Background: an optimization exercise with open tools, aiming at small area, a short achievable clock period and few clock cycles. Do not read the settings as production practice. No run shown here included a check of the RTL's function; only the layout flow was run. Power and IR drop assume default switching activity.

==> flow/design.v <==
package sys_array_pkg;
  localparam int unsigned DefaultRow  = 4;
  localparam int unsigned DefaultCol  = 4;
  localparam int unsigned DefaultEs   = 8;
  localparam int unsigned DefaultKMax = 64;
endpackage
module pe_mac #(
  parameter int unsigned ES    = 8,
  parameter int unsigned ACC_W = 22
) (
  input  logic             clk,
  input  logic             i_clr,
  input  logic [ES-1:0]    i_a,       
  input  logic [ES-1:0]    i_b,
  input  logic [ES-1:0]    i_ma,      
  input  logic [ES-1:0]    i_mb,      
  input  logic             i_sa7,     
  input  logic             i_sb7,     
  output logic [ACC_W-1:0] o_acc
);
  logic [ACC_W-1:0] r_acc;
  logic [ACC_W-1:0] w_acc_q;
  logic w_pp_0_0;
  logic w_pp_0_1;
  logic w_pp_0_2;
  logic w_pp_0_3;
  logic w_pp_0_4;
  logic w_pp_0_5;
  logic w_pp_0_6;
  logic w_pp_1_0;
  logic w_pp_1_1;
  logic w_pp_1_2;
  logic w_pp_1_3;
  logic w_pp_1_4;
  logic w_pp_1_5;
  logic w_pp_1_6;
  logic w_pp_2_0;
  logic w_pp_2_1;
  logic w_pp_2_2;
  logic w_pp_2_3;
  logic w_pp_2_4;
  logic w_pp_2_5;
  logic w_pp_2_6;
  logic w_pp_3_0;
  logic w_pp_3_1;
  logic w_pp_3_2;
  logic w_pp_3_3;
  logic w_pp_3_4;
  logic w_pp_3_5;
  logic w_pp_3_6;
  logic w_pp_4_0;
  logic w_pp_4_1;
  logic w_pp_4_2;
  logic w_pp_4_3;
  logic w_pp_4_4;
  logic w_pp_4_5;
  logic w_pp_4_6;
  logic w_pp_5_0;
  logic w_pp_5_1;
  logic w_pp_5_2;
  logic w_pp_5_3;
  logic w_pp_5_4;
  logic w_pp_5_5;
  logic w_pp_5_6;
  logic w_pp_6_0;
  logic w_pp_6_1;
  logic w_pp_6_2;
  logic w_pp_6_3;
  logic w_pp_6_4;
  logic w_pp_6_5;
  logic w_pp_6_6;
  logic w_ppb_0;
  logic w_ppa_0;
  logic w_ppb_1;
  logic w_ppa_1;
  logic w_ppb_2;
  logic w_ppa_2;
  logic w_ppb_3;
  logic w_ppa_3;
  logic w_ppb_4;
  logic w_ppa_4;
  logic w_ppb_5;
  logic w_ppa_5;
  logic w_ppb_6;
  logic w_ppa_6;
  logic w_ppb_7;
  logic w_ppa_7;
  logic w_n, w_t;
  logic w_s1, w_c2;
  logic w_s3, w_c4;
  logic w_s5, w_c6;
  logic w_s7, w_c8;
  logic w_s9, w_c10;
  logic w_s11, w_c12;
  logic w_s13, w_c14;
  logic w_s15, w_c16;
  logic w_s17, w_c18;
  logic w_s19, w_c20;
  logic w_s21, w_c22;
  logic w_s23, w_c24;
  logic w_s25, w_c26;
  logic w_s27, w_c28;
  logic w_s29, w_c30;
  logic w_s31, w_c32;
  logic w_s33, w_c34;
  logic w_s35, w_c36;
  logic w_s37, w_c38;
  logic w_s39, w_c40;
  logic w_s41, w_c42;
  logic w_s43, w_c44;
  logic w_s45, w_c46;
  logic w_s47, w_c48;
  logic w_s49, w_c50;
  logic w_s51, w_c52;
  logic w_s53, w_c54;
  logic w_s55, w_c56;
  logic w_s57, w_c58;
  logic w_s59, w_c60;
  logic w_s61, w_c62;
  logic w_s63, w_c64;
  logic w_s65, w_c66;
  logic w_s67, w_c68;
  logic w_s69, w_c70;
  logic w_s71, w_c72;
  logic w_s73, w_c74;
  logic w_s75, w_c76;
  logic w_s77, w_c78;
  logic w_s79, w_c80;
  logic w_s81, w_c82;
  logic w_s83, w_c84;
  logic w_s85, w_c86;
  logic w_s87, w_c88;
  logic w_s89, w_c90;
  logic w_s91, w_c92;
  logic w_s93, w_c94;
  logic w_s95, w_c96;
  logic w_s97, w_c98;
  logic w_s99, w_c100;
  logic w_s101, w_c102;
  logic w_s103, w_c104;
  logic w_s105, w_c106;
  logic w_s107, w_c108;
  logic w_s109, w_c110;
  logic w_s111, w_c112;
  logic w_s113, w_c114;
  logic w_s115, w_c116;
  logic w_s117, w_c118;
  logic w_s119, w_c120;
  logic w_s121, w_c122;
  logic w_s123, w_c124;
  logic w_s125, w_c126;
  logic w_s127, w_c128;
  logic w_s129, w_c130;
  logic w_s131, w_c132;
  logic [ACC_W-1:0] w_sum;
  logic w_g133, w_p134;
  logic w_g135, w_p136;
  logic w_g137, w_p138;
  logic w_g139, w_p140;
  logic w_g141, w_p142;
  logic w_g143, w_p144;
  logic w_g145, w_p146;
  logic w_g147, w_p148;
  logic w_g149, w_p150;
  logic w_g151, w_p152;
  logic w_g153, w_p154;
  logic w_g155, w_p156;
  logic w_g157, w_p158;
  logic w_g159, w_p160;
  logic w_g161;
  logic w_gg162;
  logic w_gg163;
  logic w_pp164;
  logic w_gg165;
  logic w_pp166;
  logic w_gg167;
  logic w_pp168;
  logic w_gg169;
  logic w_pp170;
  logic w_gg171;
  logic w_pp172;
  logic w_gg173;
  logic w_pp174;
  logic w_gg175;
  logic w_gg176;
  logic w_pp177;
  logic w_gg178;
  logic w_pp179;
  logic w_gg180;
  logic w_gg181;
  logic w_gg182;
  logic w_gg183;
  logic w_gg184;
  logic w_gg185;
  logic w_gg186;
  logic w_gg187;
  logic w_gg188;
  logic w_gg189;
  logic w_gg190;
  logic w_sm191;
  logic w_sm192;
  logic w_sm193;
  logic w_sm194;
  logic w_sm195;
  logic w_sm196;
  logic w_sm197;
  logic w_sm198;
  logic w_sm199;
  logic w_sm200;
  logic w_sm201;
  logic w_sm202;
  logic w_sm203;
  logic w_sm204;
  logic [5:0] w_hi0, w_hi1;
  assign w_acc_q = i_clr ? '0 : r_acc;
  assign w_pp_0_0 = i_a[0] & i_b[0];
  assign w_pp_0_1 = i_a[0] & i_b[1];
  assign w_pp_0_2 = i_a[0] & i_b[2];
  assign w_pp_0_3 = i_a[0] & i_b[3];
  assign w_pp_0_4 = i_a[0] & i_b[4];
  assign w_pp_0_5 = i_a[0] & i_b[5];
  assign w_pp_0_6 = i_a[0] & i_b[6];
  assign w_pp_1_0 = i_a[1] & i_b[0];
  assign w_pp_1_1 = i_a[1] & i_b[1];
  assign w_pp_1_2 = i_a[1] & i_b[2];
  assign w_pp_1_3 = i_a[1] & i_b[3];
  assign w_pp_1_4 = i_a[1] & i_b[4];
  assign w_pp_1_5 = i_a[1] & i_b[5];
  assign w_pp_1_6 = i_a[1] & i_b[6];
  assign w_pp_2_0 = i_a[2] & i_b[0];
  assign w_pp_2_1 = i_a[2] & i_b[1];
  assign w_pp_2_2 = i_a[2] & i_b[2];
  assign w_pp_2_3 = i_a[2] & i_b[3];
  assign w_pp_2_4 = i_a[2] & i_b[4];
  assign w_pp_2_5 = i_a[2] & i_b[5];
  assign w_pp_2_6 = i_a[2] & i_b[6];
  assign w_pp_3_0 = i_a[3] & i_b[0];
  assign w_pp_3_1 = i_a[3] & i_b[1];
  assign w_pp_3_2 = i_a[3] & i_b[2];
  assign w_pp_3_3 = i_a[3] & i_b[3];
  assign w_pp_3_4 = i_a[3] & i_b[4];
  assign w_pp_3_5 = i_a[3] & i_b[5];
  assign w_pp_3_6 = i_a[3] & i_b[6];
  assign w_pp_4_0 = i_a[4] & i_b[0];
  assign w_pp_4_1 = i_a[4] & i_b[1];
  assign w_pp_4_2 = i_a[4] & i_b[2];
  assign w_pp_4_3 = i_a[4] & i_b[3];
  assign w_pp_4_4 = i_a[4] & i_b[4];
  assign w_pp_4_5 = i_a[4] & i_b[5];
  assign w_pp_4_6 = i_a[4] & i_b[6];
  assign w_pp_5_0 = i_a[5] & i_b[0];
  assign w_pp_5_1 = i_a[5] & i_b[1];
  assign w_pp_5_2 = i_a[5] & i_b[2];
  assign w_pp_5_3 = i_a[5] & i_b[3];
  assign w_pp_5_4 = i_a[5] & i_b[4];
  assign w_pp_5_5 = i_a[5] & i_b[5];
  assign w_pp_5_6 = i_a[5] & i_b[6];
  assign w_pp_6_0 = i_a[6] & i_b[0];
  assign w_pp_6_1 = i_a[6] & i_b[1];
  assign w_pp_6_2 = i_a[6] & i_b[2];
  assign w_pp_6_3 = i_a[6] & i_b[3];
  assign w_pp_6_4 = i_a[6] & i_b[4];
  assign w_pp_6_5 = i_a[6] & i_b[5];
  assign w_pp_6_6 = i_a[6] & i_b[6];
  assign w_ppb_0 = i_b[7] & i_ma[0];
  assign w_ppa_0 = i_a[7] & i_mb[0];
  assign w_ppb_1 = i_b[7] & i_ma[1];
  assign w_ppa_1 = i_a[7] & i_mb[1];
  assign w_ppb_2 = i_b[7] & i_ma[2];
  assign w_ppa_2 = i_a[7] & i_mb[2];
  assign w_ppb_3 = i_b[7] & i_ma[3];
  assign w_ppa_3 = i_a[7] & i_mb[3];
  assign w_ppb_4 = i_b[7] & i_ma[4];
  assign w_ppa_4 = i_a[7] & i_mb[4];
  assign w_ppb_5 = i_b[7] & i_ma[5];
  assign w_ppa_5 = i_a[7] & i_mb[5];
  assign w_ppb_6 = i_b[7] & i_ma[6];
  assign w_ppa_6 = i_a[7] & i_mb[6];
  assign w_ppb_7 = i_b[7] & i_ma[7];
  assign w_ppa_7 = i_a[7] & i_mb[7];
  assign w_n = i_sa7 | i_sb7;
  assign w_t = (i_a[7] & i_b[7]) | w_n;
  assign w_s1 = w_pp_0_5 ^ w_pp_1_4;
  assign w_c2 = w_pp_0_5 & w_pp_1_4;
  assign w_s3 = w_pp_0_6 ^ w_pp_1_5 ^ w_pp_2_4;
  assign w_c4 = (w_pp_0_6 & w_pp_1_5) | (w_pp_0_6 & w_pp_2_4) | (w_pp_1_5 & w_pp_2_4);
  assign w_s5 = w_pp_3_3 ^ w_pp_4_2;
  assign w_c6 = w_pp_3_3 & w_pp_4_2;
  assign w_s7 = w_pp_1_6 ^ w_pp_2_5 ^ w_pp_3_4;
  assign w_c8 = (w_pp_1_6 & w_pp_2_5) | (w_pp_1_6 & w_pp_3_4) | (w_pp_2_5 & w_pp_3_4);
  assign w_s9 = w_pp_4_3 ^ w_pp_5_2 ^ w_pp_6_1;
  assign w_c10 = (w_pp_4_3 & w_pp_5_2) | (w_pp_4_3 & w_pp_6_1) | (w_pp_5_2 & w_pp_6_1);
  assign w_s11 = w_ppb_0 ^ w_ppa_0;
  assign w_c12 = w_ppb_0 & w_ppa_0;
  assign w_s13 = w_pp_2_6 ^ w_pp_3_5 ^ w_pp_4_4;
  assign w_c14 = (w_pp_2_6 & w_pp_3_5) | (w_pp_2_6 & w_pp_4_4) | (w_pp_3_5 & w_pp_4_4);
  assign w_s15 = w_pp_5_3 ^ w_pp_6_2 ^ w_ppb_1;
  assign w_c16 = (w_pp_5_3 & w_pp_6_2) | (w_pp_5_3 & w_ppb_1) | (w_pp_6_2 & w_ppb_1);
  assign w_s17 = w_ppa_1 ^ w_acc_q[8];
  assign w_c18 = w_ppa_1 & w_acc_q[8];
  assign w_s19 = w_pp_3_6 ^ w_pp_4_5 ^ w_pp_5_4;
  assign w_c20 = (w_pp_3_6 & w_pp_4_5) | (w_pp_3_6 & w_pp_5_4) | (w_pp_4_5 & w_pp_5_4);
  assign w_s21 = w_pp_6_3 ^ w_ppb_2 ^ w_ppa_2;
  assign w_c22 = (w_pp_6_3 & w_ppb_2) | (w_pp_6_3 & w_ppa_2) | (w_ppb_2 & w_ppa_2);
  assign w_s23 = w_pp_4_6 ^ w_pp_5_5 ^ w_pp_6_4;
  assign w_c24 = (w_pp_4_6 & w_pp_5_5) | (w_pp_4_6 & w_pp_6_4) | (w_pp_5_5 & w_pp_6_4);
  assign w_s25 = w_pp_0_3 ^ w_pp_1_2;
  assign w_c26 = w_pp_0_3 & w_pp_1_2;
  assign w_s27 = w_pp_0_4 ^ w_pp_1_3 ^ w_pp_2_2;
  assign w_c28 = (w_pp_0_4 & w_pp_1_3) | (w_pp_0_4 & w_pp_2_2) | (w_pp_1_3 & w_pp_2_2);
  assign w_s29 = w_pp_3_1 ^ w_pp_4_0;
  assign w_c30 = w_pp_3_1 & w_pp_4_0;
  assign w_s31 = w_pp_2_3 ^ w_pp_3_2 ^ w_pp_4_1;
  assign w_c32 = (w_pp_2_3 & w_pp_3_2) | (w_pp_2_3 & w_pp_4_1) | (w_pp_3_2 & w_pp_4_1);
  assign w_s33 = w_pp_5_0 ^ w_s1 ^ w_acc_q[5];
  assign w_c34 = (w_pp_5_0 & w_s1) | (w_pp_5_0 & w_acc_q[5]) | (w_s1 & w_acc_q[5]);
  assign w_s35 = w_pp_5_1 ^ w_pp_6_0 ^ w_c2;
  assign w_c36 = (w_pp_5_1 & w_pp_6_0) | (w_pp_5_1 & w_c2) | (w_pp_6_0 & w_c2);
  assign w_s37 = w_s5 ^ w_acc_q[6] ^ w_s3;
  assign w_c38 = (w_s5 & w_acc_q[6]) | (w_s5 & w_s3) | (w_acc_q[6] & w_s3);
  assign w_s39 = w_c6 ^ w_s11 ^ w_c4;
  assign w_c40 = (w_c6 & w_s11) | (w_c6 & w_c4) | (w_s11 & w_c4);
  assign w_s41 = w_acc_q[7] ^ w_s7 ^ w_s9;
  assign w_c42 = (w_acc_q[7] & w_s7) | (w_acc_q[7] & w_s9) | (w_s7 & w_s9);
  assign w_s43 = w_c12 ^ w_c8 ^ w_c10;
  assign w_c44 = (w_c12 & w_c8) | (w_c12 & w_c10) | (w_c8 & w_c10);
  assign w_s45 = w_s13 ^ w_s15 ^ w_s17;
  assign w_c46 = (w_s13 & w_s15) | (w_s13 & w_s17) | (w_s15 & w_s17);
  assign w_s47 = w_c14 ^ w_c16 ^ w_acc_q[9];
  assign w_c48 = (w_c14 & w_c16) | (w_c14 & w_acc_q[9]) | (w_c16 & w_acc_q[9]);
  assign w_s49 = w_s19 ^ w_s21 ^ w_c18;
  assign w_c50 = (w_s19 & w_s21) | (w_s19 & w_c18) | (w_s21 & w_c18);
  assign w_s51 = w_ppb_3 ^ w_ppa_3 ^ w_c20;
  assign w_c52 = (w_ppb_3 & w_ppa_3) | (w_ppb_3 & w_c20) | (w_ppa_3 & w_c20);
  assign w_s53 = w_c22 ^ w_acc_q[10] ^ w_s23;
  assign w_c54 = (w_c22 & w_acc_q[10]) | (w_c22 & w_s23) | (w_acc_q[10] & w_s23);
  assign w_s55 = w_pp_5_6 ^ w_pp_6_5 ^ w_ppb_4;
  assign w_c56 = (w_pp_5_6 & w_pp_6_5) | (w_pp_5_6 & w_ppb_4) | (w_pp_6_5 & w_ppb_4);
  assign w_s57 = w_ppa_4 ^ w_c24 ^ w_acc_q[11];
  assign w_c58 = (w_ppa_4 & w_c24) | (w_ppa_4 & w_acc_q[11]) | (w_c24 & w_acc_q[11]);
  assign w_s59 = w_pp_6_6 ^ w_ppb_5 ^ w_ppa_5;
  assign w_c60 = (w_pp_6_6 & w_ppb_5) | (w_pp_6_6 & w_ppa_5) | (w_ppb_5 & w_ppa_5);
  assign w_s61 = w_pp_0_2 ^ w_pp_1_1;
  assign w_c62 = w_pp_0_2 & w_pp_1_1;
  assign w_s63 = w_pp_2_1 ^ w_pp_3_0 ^ w_s25;
  assign w_c64 = (w_pp_2_1 & w_pp_3_0) | (w_pp_2_1 & w_s25) | (w_pp_3_0 & w_s25);
  assign w_s65 = w_c26 ^ w_s29 ^ w_acc_q[4];
  assign w_c66 = (w_c26 & w_s29) | (w_c26 & w_acc_q[4]) | (w_s29 & w_acc_q[4]);
  assign w_s67 = w_c30 ^ w_c28 ^ w_s31;
  assign w_c68 = (w_c30 & w_c28) | (w_c30 & w_s31) | (w_c28 & w_s31);
  assign w_s69 = w_c32 ^ w_s35 ^ w_c34;
  assign w_c70 = (w_c32 & w_s35) | (w_c32 & w_c34) | (w_s35 & w_c34);
  assign w_s71 = w_c36 ^ w_c38 ^ w_s39;
  assign w_c72 = (w_c36 & w_c38) | (w_c36 & w_s39) | (w_c38 & w_s39);
  assign w_s73 = w_c40 ^ w_c42 ^ w_s43;
  assign w_c74 = (w_c40 & w_c42) | (w_c40 & w_s43) | (w_c42 & w_s43);
  assign w_s75 = w_c44 ^ w_s47 ^ w_s49;
  assign w_c76 = (w_c44 & w_s47) | (w_c44 & w_s49) | (w_s47 & w_s49);
  assign w_s77 = w_c48 ^ w_s51 ^ w_s53;
  assign w_c78 = (w_c48 & w_s51) | (w_c48 & w_s53) | (w_s51 & w_s53);
  assign w_s79 = w_s55 ^ w_c52 ^ w_c54;
  assign w_c80 = (w_s55 & w_c52) | (w_s55 & w_c54) | (w_c52 & w_c54);
  assign w_s81 = w_c56 ^ w_acc_q[12] ^ w_s59;
  assign w_c82 = (w_c56 & w_acc_q[12]) | (w_c56 & w_s59) | (w_acc_q[12] & w_s59);
  assign w_s83 = w_ppb_6 ^ w_ppa_6 ^ w_c60;
  assign w_c84 = (w_ppb_6 & w_ppa_6) | (w_ppb_6 & w_c60) | (w_ppa_6 & w_c60);
  assign w_s85 = w_ppb_7 ^ w_ppa_7 ^ w_t;
  assign w_c86 = (w_ppb_7 & w_ppa_7) | (w_ppb_7 & w_t) | (w_ppa_7 & w_t);
  assign w_s87 = w_pp_0_1 ^ w_pp_1_0;
  assign w_c88 = w_pp_0_1 & w_pp_1_0;
  assign w_s89 = w_pp_2_0 ^ w_s61 ^ w_acc_q[2];
  assign w_c90 = (w_pp_2_0 & w_s61) | (w_pp_2_0 & w_acc_q[2]) | (w_s61 & w_acc_q[2]);
  assign w_s91 = w_c62 ^ w_acc_q[3] ^ w_s63;
  assign w_c92 = (w_c62 & w_acc_q[3]) | (w_c62 & w_s63) | (w_acc_q[3] & w_s63);
  assign w_s93 = w_s27 ^ w_c64 ^ w_s65;
  assign w_c94 = (w_s27 & w_c64) | (w_s27 & w_s65) | (w_c64 & w_s65);
  assign w_s95 = w_c66 ^ w_s33 ^ w_s67;
  assign w_c96 = (w_c66 & w_s33) | (w_c66 & w_s67) | (w_s33 & w_s67);
  assign w_s97 = w_c68 ^ w_s37 ^ w_s69;
  assign w_c98 = (w_c68 & w_s37) | (w_c68 & w_s69) | (w_s37 & w_s69);
  assign w_s99 = w_s41 ^ w_c70 ^ w_s71;
  assign w_c100 = (w_s41 & w_c70) | (w_s41 & w_s71) | (w_c70 & w_s71);
  assign w_s101 = w_s45 ^ w_c72 ^ w_s73;
  assign w_c102 = (w_s45 & w_c72) | (w_s45 & w_s73) | (w_c72 & w_s73);
  assign w_s103 = w_c46 ^ w_c74 ^ w_s75;
  assign w_c104 = (w_c46 & w_c74) | (w_c46 & w_s75) | (w_c74 & w_s75);
  assign w_s105 = w_c50 ^ w_s77 ^ w_c76;
  assign w_c106 = (w_c50 & w_s77) | (w_c50 & w_c76) | (w_s77 & w_c76);
  assign w_s107 = w_s57 ^ w_c78 ^ w_s79;
  assign w_c108 = (w_s57 & w_c78) | (w_s57 & w_s79) | (w_c78 & w_s79);
  assign w_s109 = w_c58 ^ w_s81 ^ w_c80;
  assign w_c110 = (w_c58 & w_s81) | (w_c58 & w_c80) | (w_s81 & w_c80);
  assign w_s111 = w_acc_q[13] ^ w_c82 ^ w_s83;
  assign w_c112 = (w_acc_q[13] & w_c82) | (w_acc_q[13] & w_s83) | (w_c82 & w_s83);
  assign w_s113 = w_acc_q[14] ^ w_s85 ^ w_c84;
  assign w_c114 = (w_acc_q[14] & w_s85) | (w_acc_q[14] & w_c84) | (w_s85 & w_c84);
  assign w_s115 = w_n ^ w_acc_q[15] ^ w_c86;
  assign w_c116 = (w_n & w_acc_q[15]) | (w_n & w_c86) | (w_acc_q[15] & w_c86);
  assign w_s117 = w_n ^ w_acc_q[16];
  assign w_c118 = w_n & w_acc_q[16];
  assign w_s119 = w_n ^ w_acc_q[17];
  assign w_c120 = w_n & w_acc_q[17];
  assign w_s121 = w_n ^ w_acc_q[18];
  assign w_c122 = w_n & w_acc_q[18];
  assign w_s123 = w_n ^ w_acc_q[19];
  assign w_c124 = w_n & w_acc_q[19];
  assign w_s125 = w_n ^ w_acc_q[20];
  assign w_c126 = w_n & w_acc_q[20];
  assign w_s127 = w_n ^ w_acc_q[21];
  assign w_c128 = w_n & w_acc_q[21];
  assign w_s129 = w_pp_0_0 ^ w_acc_q[0];
  assign w_c130 = w_pp_0_0 & w_acc_q[0];
  assign w_s131 = w_acc_q[1] ^ w_s87 ^ w_c130;
  assign w_c132 = (w_acc_q[1] & w_s87) | (w_acc_q[1] & w_c130) | (w_s87 & w_c130);
  assign w_g133 = w_c88 & w_s89;
  assign w_p134 = w_c88 ^ w_s89;
  assign w_g135 = w_c90 & w_s91;
  assign w_p136 = w_c90 ^ w_s91;
  assign w_g137 = w_c92 & w_s93;
  assign w_p138 = w_c92 ^ w_s93;
  assign w_g139 = w_c94 & w_s95;
  assign w_p140 = w_c94 ^ w_s95;
  assign w_g141 = w_c96 & w_s97;
  assign w_p142 = w_c96 ^ w_s97;
  assign w_g143 = w_c98 & w_s99;
  assign w_p144 = w_c98 ^ w_s99;
  assign w_g145 = w_c100 & w_s101;
  assign w_p146 = w_c100 ^ w_s101;
  assign w_g147 = w_c102 & w_s103;
  assign w_p148 = w_c102 ^ w_s103;
  assign w_g149 = w_c104 & w_s105;
  assign w_p150 = w_c104 ^ w_s105;
  assign w_g151 = w_c106 & w_s107;
  assign w_p152 = w_c106 ^ w_s107;
  assign w_g153 = w_c108 & w_s109;
  assign w_p154 = w_c108 ^ w_s109;
  assign w_g155 = w_c110 & w_s111;
  assign w_p156 = w_c110 ^ w_s111;
  assign w_g157 = w_c112 & w_s113;
  assign w_p158 = w_c112 ^ w_s113;
  assign w_g159 = w_c114 & w_s115;
  assign w_p160 = w_c114 ^ w_s115;
  assign w_g161 = w_g133 | (w_p134 & w_c132);
  assign w_gg162 = w_g135 | (w_p136 & w_g161);
  assign w_gg163 = w_g139 | (w_p140 & w_g137);
  assign w_pp164 = w_p140 & w_p138;
  assign w_gg165 = w_g143 | (w_p144 & w_g141);
  assign w_pp166 = w_p144 & w_p142;
  assign w_gg167 = w_g147 | (w_p148 & w_g145);
  assign w_pp168 = w_p148 & w_p146;
  assign w_gg169 = w_g151 | (w_p152 & w_g149);
  assign w_pp170 = w_p152 & w_p150;
  assign w_gg171 = w_g155 | (w_p156 & w_g153);
  assign w_pp172 = w_p156 & w_p154;
  assign w_gg173 = w_g159 | (w_p160 & w_g157);
  assign w_pp174 = w_p160 & w_p158;
  assign w_gg175 = w_gg163 | (w_pp164 & w_gg162);
  assign w_gg176 = w_gg167 | (w_pp168 & w_gg165);
  assign w_pp177 = w_pp168 & w_pp166;
  assign w_gg178 = w_gg171 | (w_pp172 & w_gg169);
  assign w_pp179 = w_pp172 & w_pp170;
  assign w_gg180 = w_gg176 | (w_pp177 & w_gg175);
  assign w_gg181 = w_gg178 | (w_pp179 & w_gg180);
  assign w_gg182 = w_gg165 | (w_pp166 & w_gg175);
  assign w_gg183 = w_gg169 | (w_pp170 & w_gg180);
  assign w_gg184 = w_gg173 | (w_pp174 & w_gg181);
  assign w_gg185 = w_g137 | (w_p138 & w_gg162);
  assign w_gg186 = w_g141 | (w_p142 & w_gg175);
  assign w_gg187 = w_g145 | (w_p146 & w_gg182);
  assign w_gg188 = w_g149 | (w_p150 & w_gg180);
  assign w_gg189 = w_g153 | (w_p154 & w_gg183);
  assign w_gg190 = w_g157 | (w_p158 & w_gg181);
  assign w_sm191 = w_p134 ^ w_c132;
  assign w_sm192 = w_p136 ^ w_g161;
  assign w_sm193 = w_p138 ^ w_gg162;
  assign w_sm194 = w_p140 ^ w_gg185;
  assign w_sm195 = w_p142 ^ w_gg175;
  assign w_sm196 = w_p144 ^ w_gg186;
  assign w_sm197 = w_p146 ^ w_gg182;
  assign w_sm198 = w_p148 ^ w_gg187;
  assign w_sm199 = w_p150 ^ w_gg180;
  assign w_sm200 = w_p152 ^ w_gg188;
  assign w_sm201 = w_p154 ^ w_gg183;
  assign w_sm202 = w_p156 ^ w_gg189;
  assign w_sm203 = w_p158 ^ w_gg181;
  assign w_sm204 = w_p160 ^ w_gg190;
  assign w_sum[1:0] = {w_s131, w_s129};
  assign w_sum[15:2] = {w_sm204, w_sm203, w_sm202, w_sm201, w_sm200, w_sm199, w_sm198, w_sm197, w_sm196, w_sm195, w_sm194, w_sm193, w_sm192, w_sm191};
  assign w_hi0 = {w_c126, w_c124, w_c122, w_c120, w_c118, w_c116} + {w_s127, w_s125, w_s123, w_s121, w_s119, w_s117};
  assign w_hi1 = {w_c126, w_c124, w_c122, w_c120, w_c118, w_c116} + {w_s127, w_s125, w_s123, w_s121, w_s119, w_s117} + 1'b1;
  assign w_sum[21:16] = w_gg184 ? w_hi1 : w_hi0;
  always_ff @(posedge clk) begin
    r_acc <= w_sum;
  end
  assign o_acc = r_acc;
endmodule
module systolic_array_os #(
  parameter int unsigned ROW   = sys_array_pkg::DefaultRow,
  parameter int unsigned COL   = sys_array_pkg::DefaultCol,
  parameter int unsigned ES    = sys_array_pkg::DefaultEs,
  parameter int unsigned K_MAX = sys_array_pkg::DefaultKMax,
  parameter int unsigned ACC_W = 2 * ES + $clog2(K_MAX)
) (
  input  logic                         clk,
  input  logic                         rst_n,
  input  logic                         start,
  input  logic [$clog2(K_MAX+1)-1:0]   k_len,
  input  logic                         signed_mode,
  input  logic                         in_vld,
  output logic                         in_rdy,
  input  logic [ROW*ES-1:0]            a_vec,
  input  logic [COL*ES-1:0]            b_vec,
  output logic                         out_vld,
  input  logic                         out_rdy,
  output logic [COL*ACC_W-1:0]         out_row,
  output logic [$clog2(ROW)-1:0]       out_row_idx,
  output logic                         out_last,
  output logic                         busy,
  output logic                         done
);
  localparam int unsigned KW = $clog2(K_MAX + 1);
  localparam int unsigned RW = $clog2(ROW);
  logic          r_feed;       
  logic          r_zero;       
  logic          r_first;      
  logic [KW-1:0] r_k_rem;      
  logic          r_signed;
  logic [ES-1:0] r_a [ROW];
  logic [ES-1:0] r_b [COL];
  logic [ES-1:0] r_ma [ROW];
  logic [ES-1:0] r_mb [COL];
  logic          r_sa7 [ROW];
  logic          r_sb7 [COL];
  logic [ROW-1:0] r_clr;       
  logic          r_last;       
  logic          r_out_vld;
  logic [RW-1:0] r_row;
  logic          r_row_last;   
  logic [ROW-1:0] r_row_sel;   
  logic          r_rdy_any;    
  logic          r_rdy_last;   
  logic [KW-1:0]    w_k_clamp;
  logic             w_start, w_acc_free, w_in_rdy, w_fire, w_issue, w_xfer;
  logic             w_feed_d, w_zero_d, w_first_d, w_last_d, w_out_vld_d, w_row_last_d;
  logic [RW-1:0]    w_row_d;
  logic [ACC_W-1:0] w_acc [ROW][COL];
  logic [ES-1:0]    w_a_in [ROW];
  assign w_k_clamp = (k_len > KW'(K_MAX)) ? KW'(K_MAX) : k_len;
  assign w_start   = start & ~busy;
  assign w_xfer    = r_out_vld & out_rdy;
  assign w_acc_free = ~r_last & (~r_out_vld | (r_row_last & out_rdy));
  assign w_in_rdy   = r_rdy_any | (r_rdy_last & out_rdy);
  assign w_fire     = in_vld & w_in_rdy;
  assign w_issue    = w_fire | (r_zero & w_acc_free);
  always_comb begin
    w_feed_d  = r_feed;
    w_zero_d  = r_zero;
    w_first_d = r_first;
    if (w_start) begin
      w_feed_d  = (w_k_clamp != '0);
      w_zero_d  = (w_k_clamp == '0);
      w_first_d = 1'b1;
    end else begin
      if (w_fire) begin
        w_first_d = 1'b0;
        if (r_k_rem == KW'(1)) w_feed_d = 1'b0;
      end
      if (r_zero && w_acc_free) w_zero_d = 1'b0;
    end
    w_last_d     = w_issue & (r_zero | (r_k_rem == KW'(1)));
    w_out_vld_d  = r_out_vld;
    w_row_d      = r_row;
    w_row_last_d = r_row_last;
    if (r_last) begin
      w_out_vld_d  = 1'b1;
      w_row_d      = '0;
      w_row_last_d = 1'b0;
    end else if (w_xfer) begin
      w_out_vld_d  = ~r_row_last;
      w_row_d      = r_row + RW'(1);
      w_row_last_d = (r_row == RW'(ROW - 2));
    end
  end
  always_ff @(posedge clk) begin
    if (!rst_n) begin
      r_feed     <= 1'b0;
      r_zero     <= 1'b0;
      r_first    <= 1'b0;
      r_clr      <= '1;
      r_last     <= 1'b0;
      r_out_vld  <= 1'b0;
      r_row      <= '0;
      r_row_last <= 1'b0;
      r_row_sel  <= '0;
      r_rdy_any  <= 1'b0;
      r_rdy_last <= 1'b0;
    end else begin
      r_feed     <= w_feed_d;
      r_zero     <= w_zero_d;
      r_first    <= w_first_d;
      r_clr      <= {ROW{w_xfer}} & r_row_sel;
      r_last     <= w_last_d;
      r_out_vld  <= w_out_vld_d;
      r_row      <= w_row_d;
      r_row_last <= w_row_last_d;
      for (int r = 0; r < ROW; r++) r_row_sel[r] <= w_out_vld_d & (w_row_d == RW'(r));
      r_rdy_any  <= w_feed_d & (~w_first_d | (~w_last_d & ~w_out_vld_d));
      r_rdy_last <= w_feed_d & w_first_d & ~w_last_d & w_row_last_d;
    end
  end
  always_ff @(posedge clk) begin
    if (w_start) begin
      r_k_rem  <= w_k_clamp;
      r_signed <= signed_mode;
    end else if (w_fire) begin
      r_k_rem <= r_k_rem - KW'(1);
    end
  end
  always_comb begin
    for (int r = 0; r < ROW; r++) w_a_in[r] = (w_fire & rst_n) ? a_vec[r*ES +: ES] : '0;
  end
  always_ff @(posedge clk) begin
    for (int r = 0; r < ROW; r++) begin
      r_a[r]   <= w_a_in[r];
      r_ma[r]  <= r_signed ? ES'((1 << (ES - 1)) - w_a_in[r][ES-2:0]) : {1'b0, w_a_in[r][ES-2:0]};
      r_sa7[r] <= r_signed & w_a_in[r][ES-1];
    end
    for (int c = 0; c < COL; c++) begin
      r_b[c]   <= b_vec[c*ES +: ES];
      r_mb[c]  <= r_signed ? ES'((1 << (ES - 1)) - b_vec[c*ES +: ES-1]) : {1'b0, b_vec[c*ES +: ES-1]};
      r_sb7[c] <= r_signed & b_vec[c*ES+ES-1];
    end
  end
  for (genvar gr = 0; gr < ROW; gr++) begin : g_row
    for (genvar gc = 0; gc < COL; gc++) begin : g_col
      pe_mac #(
        .ES   (ES),
        .ACC_W(ACC_W)
      ) u_pe (
        .clk     (clk),
        .i_clr   (r_clr[gr]),
        .i_a     (r_a[gr]),
        .i_b     (r_b[gc]),
        .i_ma    (r_ma[gr]),
        .i_mb    (r_mb[gc]),
        .i_sa7   (r_sa7[gr]),
        .i_sb7   (r_sb7[gc]),
        .o_acc   (w_acc[gr][gc])
      );
    end
  end
  always_comb begin
    out_row = '0;
    for (int r = 0; r < ROW; r++)
      for (int c = 0; c < COL; c++)
        out_row[c*ACC_W +: ACC_W] = out_row[c*ACC_W +: ACC_W] | (w_acc[r][c] & {ACC_W{r_row_sel[r]}});
  end
  assign in_rdy      = w_in_rdy;
  assign out_vld     = r_out_vld;
  assign out_row_idx = r_row;
  assign out_last    = r_row_last;
  assign busy        = r_feed | r_zero;
  assign done        = r_row_last & out_rdy;
endmodule
==> flow/flow/run.sh <==
#!/bin/bash
# Standard ORFS layout with three changes:
#  - synthesis skips Yosys's early "abc -fast", so full adders are extracted from the
#    RTL's own adder expressions (no inverters between adder cells); registers are
#    unchanged,
#  - ports are buffered with buf_2 instead of a delay buffer,
#  - repair_timing aims at a tighter setup margin.
set -u
sed -e 's/synth -nofsm -noshare/synth -nofsm -noshare -noabc/' synth_recipe.tcl > synth_noabc.tcl
bash standard.sh SYNTH_SCRIPT=$PWD/synth_noabc.tcl SETUP_SLACK_MARGIN=5.3 \
  "BUFFER_PORTS_ARGS=-buffer_cell sky130_fd_sc_hd__buf_2" finish > standard.log 2>&1
==> flow/standard.sh <==
#!/bin/bash
# synth_recipe.tcl (not shown) runs the flow's synth.tcl, then flattens the netlist and writes it again
# the make line also repeats each setting of config.mk as NAME=value (left out here)
make -C /OpenROAD-flow-scripts/flow DESIGN_CONFIG=/design/flow/config.mk WORK_HOME=/design/flow/orfs CLKGATE_MAP_FILE= SYNTH_SCRIPT=/design/flow/synth_recipe.tcl "${@:-finish}"
==> flow/config.mk <==
export PLATFORM = sky130hd
export DESIGN_NAME = systolic_array_os
export DESIGN_NICKNAME = systolic_array_os
export VERILOG_FILES = /design/flow/design.v
export SDC_FILE = /design/flow/constraint.sdc
export NUM_CORES = 4
export LEC_CHECK = 0
export CAP_MARGIN = 20
export CORE_MARGIN = 2
export CORE_UTILIZATION = 60
export SLEW_MARGIN = 20
==> flow/constraint.sdc <==
create_clock -name core_clock -period 10.0 [get_ports {clk}]
set_input_delay 2.0000 -clock core_clock [delete_from_list [all_inputs] [get_ports {clk}]]
set_output_delay 2.0000 -clock core_clock [all_outputs]
set_load 0.01 [all_outputs]
==> impl_metrics.py, run 1 <==
metrics = {
    "status": {
        "run_status": "timing/DRC/antenna clean",
    },
    "pwr": {
        "finalPower_mw": 7.69,
        "power.leakage_nw": 32.7,
        "ir_drop_uv": 151,
        "cellPowerDensity_nw_per_um2": 123,
    },
    "setup_path": {
        "rrSetupSlack_ps": 5370,
        "cp_cell_sequence": "buf_8 > and2_1 > fa_1 > fa_1 > fa_1 > fa_1 > ha_1 > o21ai_0 > nand2b_1 > o2111ai_4 > nand2_1 > nand3_1 > nand2_1 > fa_1 > xor2_1",
        "crit_family": "adder cells",
        "end_kind": "flop",
        "cpMaxStageDelayCell": "fa_1",
        "cp-start-kind": "flop",
        "cp-endpoint": "g_row[3].g_col[2].u_pe.r_acc[15]",
        "worstPathMaxFanout": 28,
        "arrival_ps": 5180,
        "path_depth": 15,
        "worstSetupStartpoint": "r_a[3][6]",
        "worst_path_largest_cell_delay_ps": 550,
        "critPathKind": "flop to flop",
        "critPathBufInv": 1,
        "rr_startpoint": "r_a[3][6]",
        "crit_required_ps": 10550,
        "worstReg2RegEnd": "g_row[3].g_col[2].u_pe.r_acc[15]",
        "cpMostUsedCell": "fa_1",
        "reg2regPathDepth": 15,
    },
    "die": {
        "dieArea_um2": 95000,
        "die_w_um": 308,
        "coreArea_um2": 91700,
        "row_count": 111,
        "ios": 172,
        "start_util": 0.606,
        "die_height_um": 308,
    },
    "yosys": {
        "synth_flop_cell": "dfxtp_1",
        "seq_area_frac_synth": 0.184,
        "synth_cell_types": 55,
        "ys_async_sr_fraction": 0,
        "ys_warn_count": 17,
        "avgSynthCellArea_um2": 10.9,
        "synth_edf_count": 8,
        "ys_seq_elements": 506,
        "synth_area_um2": 55500,
        "syn_inst": 5092,
        "synth_nets": 6652,
    },
    "grt": {
        "grt_overflow_total": 0,
        "grt_pass1_wl_um": 251000,
        "antenna_found_initial": 36,
        "grt_pass1_vias": 41800,
        "grt_start_max_net_pins": 57,
        "grt_usage": 0.356,
    },
    "final_layout": {
        "stdcell_count": 6548,
        "fin_util": 0.681,
        "nets": 6810,
        "drive_above_1_share": 0.122,
        "final_area_um2": 62400,
        "area_growth_pct": 12.5,
    },
    "clocking": {
        "postCtsHoldBufs": 0,
        "cts_sinks": 506,
        "cts_root_buffer": "clkbuf_16",
        "clk_pin_slew_ps": 60,
        "numCtsBuffers": 67,
        "clockBufferDepth": 3,
        "cts_tree": "built",
        "htree_num_levels": 3,
        "clk_latency_ps": 660,
    },
    "placement": {
        "dp.cells": 6275,
        "gp_congestion": 0.896,
        "io_buffer_count": 171,
        "hpwl_um": 116000,
        "dpl_cell_area_um2": 57500,
        "place_ws_ps": 4730,
    },
    "job": {
        "maxCapViolCount": 0,
    },
    "timing": {
        "clock_skew_ps": 23.5,
        "setup-violations-final": 0,
        "maxSlewHeadroom": 0.219,
        "drv_slew": 0,
        "rsz0062_at_grt": "true",
        "tns_ps": 0,
        "period_minus_slack_ps": 4630,
        "holdWs_ps": 529,
        "hold_viol": 0,
        "tightestPinTransition_ps": 1170,
        "post-route-period-util": 0.463,
        "timing.fmax_mhz": 216,
        "worst_slack_ps": 5370,
    },
    "detailed_routing": {
        "avgRoutedWirePerCell_um": 27.1,
        "drt_iter0_markers": 3058,
        "wirelength_um": 177000,
        "postRouteAntennaNets": 0,
        "drt-vias-per-instance": 6.08,
        "drc_errors": 0,
        "drtPass1Iterations": 5,
        "routed-via-count": 39800,
    },
    "worst_hold_path": {
        "hold_class": "flop to flop",
    },
}
## worst min-delay path: stages (launching register included)
cell	delay, ps
dfxtp_1	330
a21oi_1	90
nor2_1	80
## cell families (layout without fill, tap and decap cells)
| kind of cell | Yosys count | after routing | synth area share |
|---|---|---|---|
| other | 0 | 58 | 0 |
| multiplexers | 16 | 16 | 0.00325 |
| buffers and inverters | 268 | 480 | 0.0183 |
| XOR/XNOR | 310 | 310 | 0.0489 |
| AO/OA/AOI/OAI | 583 | 583 | 0.0781 |
| flip-flops | 506 | 506 | 0.184 |
| AND/OR/NAND/NOR | 1926 | 1926 | 0.203 |
| adder cells (fa/ha/maj) | 1483 | 1483 | 0.464 |
## layer usage
metal / vias to the layer above / global-route usage / share of wire
li1: 17300 / - / -
met2: 1886 / 0.549 / 0.44
met5: - / 0 / 0.00067
met3: 419 / 0.110 / 0.11
met1: 20200 / 0.471 / 0.40
met4: 18 / 0.139 / 0.050
## registers in the layout (all words and copies together) (netlist names), 2 cells and up
name                    cells
r_b                        32
r_row_sel                   4
r_sb7                       4
r_k_rem                     7
r_row                       2
r_sa7                       4
r_clr                       4
r_ma                       28
g_row.g_col.u_pe.r_acc    352
r_a                        32
r_mb                       28
## Yosys cell counts, types with 6 or more instances
master     count  area [um2]
nand2_1      237         890
and2_1      1072        6710
nand2b_1      29         181
o21ai_2       16         140
nand3_1       25         125
nor2_1        77         289
clkbuf_1     226         848
o211ai_1      45         338
or2_2         15        93.8
and3_1        20         125
o22ai_1        6        37.5
a211oi_1      30         225
xor2_1       147        1290
mux2_2        16         180
a21oi_1      103         515
o21ai_4       16         260
or3_1         25         156
a31o_2        16         140
ha_1         523        6540
nor2b_1      353        2210
dfxtp_1      498        9970
a21o_1        94         706
o2111ai_2     16         240
nand4_1       45         282
xnor2_1      163        1430
fa_1         960       19200
a22oi_1      176        1320
inv_1         28         105
buf_1          6        22.5
edfxtp_1       8         240
o21ai_0       40         200
nor3_1         8        40.0
buf_2          6        30.0
## final cells by class
cell class                 instances  area, um2
antenna                           58        145
clock buffer                      86       1880
clock inverter                    37        403
fill                            7011      29200
inverter                          28        105
multi-input combinational       4318      44800
sequential                       506      10400
tap                             1186       1480
timing repair buffer             329       3280
## worst min-delay path by stage
stage / start / endpoint / slack (ps) / depth (start not counted)
final: r_feed / r_feed / 530 / 2
after floorplan: r_first / r_first / 470 / 2
after global routing: r_zero / r_last / 550 / 2
after global placement: r_first / r_first / 500 / 2
after detailed placement: r_zero / r_last / 510 / 2
after CTS: r_zero / r_last / 520 / 2
## layout by cell type, fill, tap and decap left out, types with 29 or more instances in the layout
cell type,Yosys,final
nand2b_1,29,29
xnor2_1,163,163
clkbuf_16,0,90
diode_2,0,58
buf_12,0,49
nand2_1,237,224
ha_1,523,503
and2_1,1072,1071
dfxtp_4,0,42
xor2_1,147,147
nor2_1,77,77
nand4_1,45,45
a22oi_1,176,176
a21oi_1,103,95
o21ai_0,40,37
nor2b_1,353,353
o211ai_1,45,45
fa_1,960,954
a21o_1,94,94
dfxtp_1,498,448
buf_2,6,171
buf_4,0,51
## power by group
part           leakage [nW]  switching, mW  internal (mW)
logic                  27.4           1.24           1.09
clock network          1.12           1.05           1.52
registers              4.23          0.356           2.45
total                  32.7           2.64           5.05
## what timing repair did
item,4_1_cts,5_1_grt
buffers inserted,21,50
hold endpoints to repair,0,0
resized for setup,136,147
setup endpoints to repair,165,68
pin swaps,2,38
cloned,0,21
==> run 2: changes to the inputs <==
--- a/flow/design.v
+++ b/flow/design.v
@@ -525,10 +525,10 @@
   logic          r_first;      
   logic [KW-1:0] r_k_rem;      
   logic          r_signed;
-  logic [ES-1:0] r_a [ROW];
-  logic [ES-1:0] r_b [COL];
-  logic [ES-1:0] r_ma [ROW];
-  logic [ES-1:0] r_mb [COL];
+  logic [ES-1:0] r_a_n [ROW];
+  logic [ES-1:0] r_b_n [COL];
+  logic [ES-1:0] r_ma_n [ROW];
+  logic [ES-1:0] r_mb_n [COL];
   logic          r_sa7 [ROW];
   logic          r_sb7 [COL];
   logic [ROW-1:0] r_clr;       
@@ -621,13 +621,13 @@
   end
   always_ff @(posedge clk) begin
     for (int r = 0; r < ROW; r++) begin
-      r_a[r]   <= w_a_in[r];
-      r_ma[r]  <= r_signed ? ES'((1 << (ES - 1)) - w_a_in[r][ES-2:0]) : {1'b0, w_a_in[r][ES-2:0]};
+      r_a_n[r]  <= ~w_a_in[r];
+      r_ma_n[r] <= ~(r_signed ? ES'((1 << (ES - 1)) - w_a_in[r][ES-2:0]) : {1'b0, w_a_in[r][ES-2:0]});
       r_sa7[r] <= r_signed & w_a_in[r][ES-1];
     end
     for (int c = 0; c < COL; c++) begin
-      r_b[c]   <= b_vec[c*ES +: ES];
-      r_mb[c]  <= r_signed ? ES'((1 << (ES - 1)) - b_vec[c*ES +: ES-1]) : {1'b0, b_vec[c*ES +: ES-1]};
+      r_b_n[c]  <= ~b_vec[c*ES +: ES];
+      r_mb_n[c] <= ~(r_signed ? ES'((1 << (ES - 1)) - b_vec[c*ES +: ES-1]) : {1'b0, b_vec[c*ES +: ES-1]});
       r_sb7[c] <= r_signed & b_vec[c*ES+ES-1];
     end
   end
@@ -639,10 +639,10 @@
       ) u_pe (
         .clk     (clk),
         .i_clr   (r_clr[gr]),
-        .i_a     (r_a[gr]),
-        .i_b     (r_b[gc]),
-        .i_ma    (r_ma[gr]),
-        .i_mb    (r_mb[gc]),
+        .i_a     (~r_a_n[gr]),
+        .i_b     (~r_b_n[gc]),
+        .i_ma    (~r_ma_n[gr]),
+        .i_mb    (~r_mb_n[gc]),
         .i_sa7   (r_sa7[gr]),
         .i_sb7   (r_sb7[gc]),
         .o_acc   (w_acc[gr][gc])
--- a/flow/config.mk
+++ b/flow/config.mk
@@ -5,7 +5,7 @@
 export SDC_FILE = /design/flow/constraint.sdc
 export NUM_CORES = 4
 export LEC_CHECK = 0
-export CAP_MARGIN = 20
+export CAP_MARGIN = 5
 export CORE_MARGIN = 2
 export CORE_UTILIZATION = 60
-export SLEW_MARGIN = 20
+export SLEW_MARGIN = 5
==> impl_metrics.py, run 2 <==
metrics = {
    "yosys": {
        "syn_inst": 5164,
        "synth_area_um2": 53100,
        "synth_largest_area_cell": "fa_1",
        "synth_edf_count": 8,
        "ys_seq_elements": 506,
        "yosysMostFrequentCell": "nor2_1",
        "synth.area.top_cells": "fa_1, dfxtp_1, ha_1",
        "avgSynthCellArea_um2": 10.3,
        "synth_top_area_share": 0.362,
        "synth_nets": 6724,
        "seq_area_frac_synth": 0.192,
        "synth_common_cells": "nor2_1, fa_1, ha_1",
        "synth_cell_types": 48,
        "ys_warn_count": 17,
        "ys_async_sr_fraction": 0,
        "synth_flop_cell": "dfxtp_1",
    },
    "setup_path": {
        "worst_path_largest_cell_delay_ps": 710,
        "cp_cell_sequence": "buf_6 > a22oi_1 > nand2_1 > buf_2",
        "critPathKind": "flop to output pin",
        "cp-start-kind": "flop",
        "reg2regPathDepth": 13,
        "crit_family": "buffers and inverters",
        "path_depth": 4,
        "crit_required_ps": 8000,
        "cpMaxStageDelayCell": "dfxtp_4",
        "critPathBufInv": 2,
        "end_kind": "output pin",
        "worstPathMaxFanout": 54,
        "arrival_ps": 2670,
    },
    "die": {
        "die_w_um": 301,
        "dieArea_um2": 90800,
        "row_count": 109,
        "coreArea_um2": 88000,
        "die_height_um": 301,
        "start_util": 0.603,
        "ios": 172,
    },
    "final_layout": {
        "drive_above_1_share": 0.133,
        "fin_util": 0.691,
        "largest-register": "g_row.g_col.u_pe.r_acc",
        "area_growth_pct": 14.6,
        "fillers": 6743,
        "layout_commonest_cell": "nor2_1",
        "largest_reg_flops": 352,
        "ff_latch_area_um2": 10400,
        "mostFrequentLayoutCells": "nor2_1, fa_1, ha_1",
        "nets": 6890,
        "final_area_um2": 60800,
        "reg_top3": "g_row.g_col.u_pe.r_acc x352, r_ma_n x32, r_mb_n x32",
        "multiInputGateArea_um2": 42200,
    },
    "detailed_routing": {
        "drtPass1Iterations": 6,
        "wirelength_um": 171000,
        "drt_iter0_markers": 3838,
        "postRouteAntennaNets": 0,
        "routed-via-count": 39600,
        "avgRoutedWirePerCell_um": 26.1,
        "drc_errors": 0,
        "drt-vias-per-instance": 6.05,
    },
    "timing": {
        "timing.fmax_mhz": 214,
        "period_minus_slack_ps": 4670,
        "maxSlewHeadroom": 0.362,
        "tightestPinTransition_ps": 957,
        "post-route-period-util": 0.467,
        "tns_ps": 0,
        "setup-violations-final": 0,
        "hold_viol": 0,
        "clock_skew_ps": 26.4,
        "drv_slew": 0,
        "rsz0062_at_grt": "true",
        "worst_slack_ps": 5330,
    },
    "job": {
        "maxCapViolCount": 0,
    },
    "grt": {
        "grt_pass1_wl_um": 238000,
        "grt_pass1_vias": 40100,
        "antenna_found_initial": 16,
        "grt_overflow_total": 0,
        "grt_usage": 0.350,
        "grt_start_max_net_pins": 77,
    },
    "pwr": {
        "power.leakage_nw": 32.0,
        "finalPower_mw": 7.57,
        "cellPowerDensity_nw_per_um2": 125,
        "ir_drop_uv": 142,
    },
    "clocking": {
        "htree_num_levels": 3,
        "cts_sinks": 506,
        "cts_root_buffer": "clkbuf_16",
        "postCtsHoldBufs": 0,
        "clk_latency_ps": 650,
        "clk_pin_slew_ps": 60,
        "numCtsBuffers": 66,
        "clockBufferDepth": 3,
        "cts_tree": "built",
    },
    "placement": {
        "place_ws_ps": 4590,
        "dpl_cell_area_um2": 54900,
        "io_buffer_count": 171,
        "hpwl_um": 106000,
        "gp_congestion": 0.875,
    },
    "worst_hold_path": {
        "hold_class": "flop to flop",
        "holdPathStages": 2,
    },
    "status": {
        "run_status": "timing/DRC/antenna clean",
    },
}
[run 2: logic make-up after synthesis]
group	share of synthesized area
xor gates and xnor gates	0.0512
muxes	0.00415
DFF	0.192
buffers and inverters	0.0249
AOI/OAI and AO/OA	0.0808
adders and majority gates	0.486
and+or+nand+nor	0.161
[run 2: path summary, 6_finish.rpt]
check,endpoint,slack [ps],from
setup / recovery,out_row[9],5330,r_row_sel[2]
hold / removal,r_row_last,500,r_row_last
setup reg to reg,g_row[2].g_col[1].u_pe.r_acc[15],5330,r_ma_n[2][2]
hold reg to reg,r_row_last,500,r_row_last
[run 2: metrics by stage]
step                      hold slack, ps  cells
after floorplan                      476   5164
after CTS                            497   6418
after global routing                 527   6543
after global placement               491   6283
after detailed placement             488   6283
final                                502   6544
[run 2: metal layers]
layer,wire [um],global-route usage,up-vias
li1,-,-,17400
met1,71100,0.529,19800
met2,71200,0.488,2066
met3,19300,0.104,407
met4,8690,0.0926,24
met5,230,0.00635,-
[run 2: power breakdown]
part	switching (mW)	total, mW	internal, mW
registers	0.278	2.73	2.45
logic	1.29	2.38	1.09
clock network	1.05	2.47	1.42
[run 2: final cells by class]
| class | instances | area share |
|---|---|---|
| Antenna cell | 4 | 0.000165 |
| Clock buffer | 86 | 0.0304 |
| Clock inverter | 27 | 0.00539 |
| Inverter | 56 | 0.00346 |
| Multi-Input combinational cell | 4309 | 0.694 |
| Sequential cell | 506 | 0.171 |
| Tap cell | 1165 | 0.0240 |
| Timing Repair Buffer | 391 | 0.0715 |
[run 2: what timing repair did]
action | in CTS | in global routing
setup endpoints to repair | 138 | 66
cloned | 5 | 40
gates resized for setup | 159 | 222
pin swaps | 3 | 37
buffers inserted | 17 | 82
[run 2: tightest hold or removal path, cell delays in order, from the launching register on]
cell	delay (ps)
dfxtp_1	320
nand2_1	60
a21oi_1	70

[re-timing with driven ports]
No port has a modelled driver above. Below, the same layouts with a new extraction and two added sets of constraints. Step 1: set_driving_cell puts a clkbuf_16 on clk and a buf_2 on each other input, an assumption about the parent block. Step 2 times the ports against the registers' clock, not the clock port: input delays grow and output delays shrink by t, the midpoint of the rising clock arrivals with the driver on. a / b / c = no drivers / after step 1 / after step 2; a / b = the first two.
| run | t (ns) | setup slack, ns | worst hold slack (ns) | latest minus earliest clock arrival (ns) |
|---|---|---|---|---|
| run 1 | 0.716 | 5.366 / 5.344 / 5.366 | 0.529 / 0.529 / 0.529 | 0.026 / 0.026 |
| run 2 | 0.704 | 5.329 / 5.257 / 5.329 | 0.502 / 0.502 / 0.502 | 0.029 / 0.029 |
After both steps every run listed still meets setup and hold.
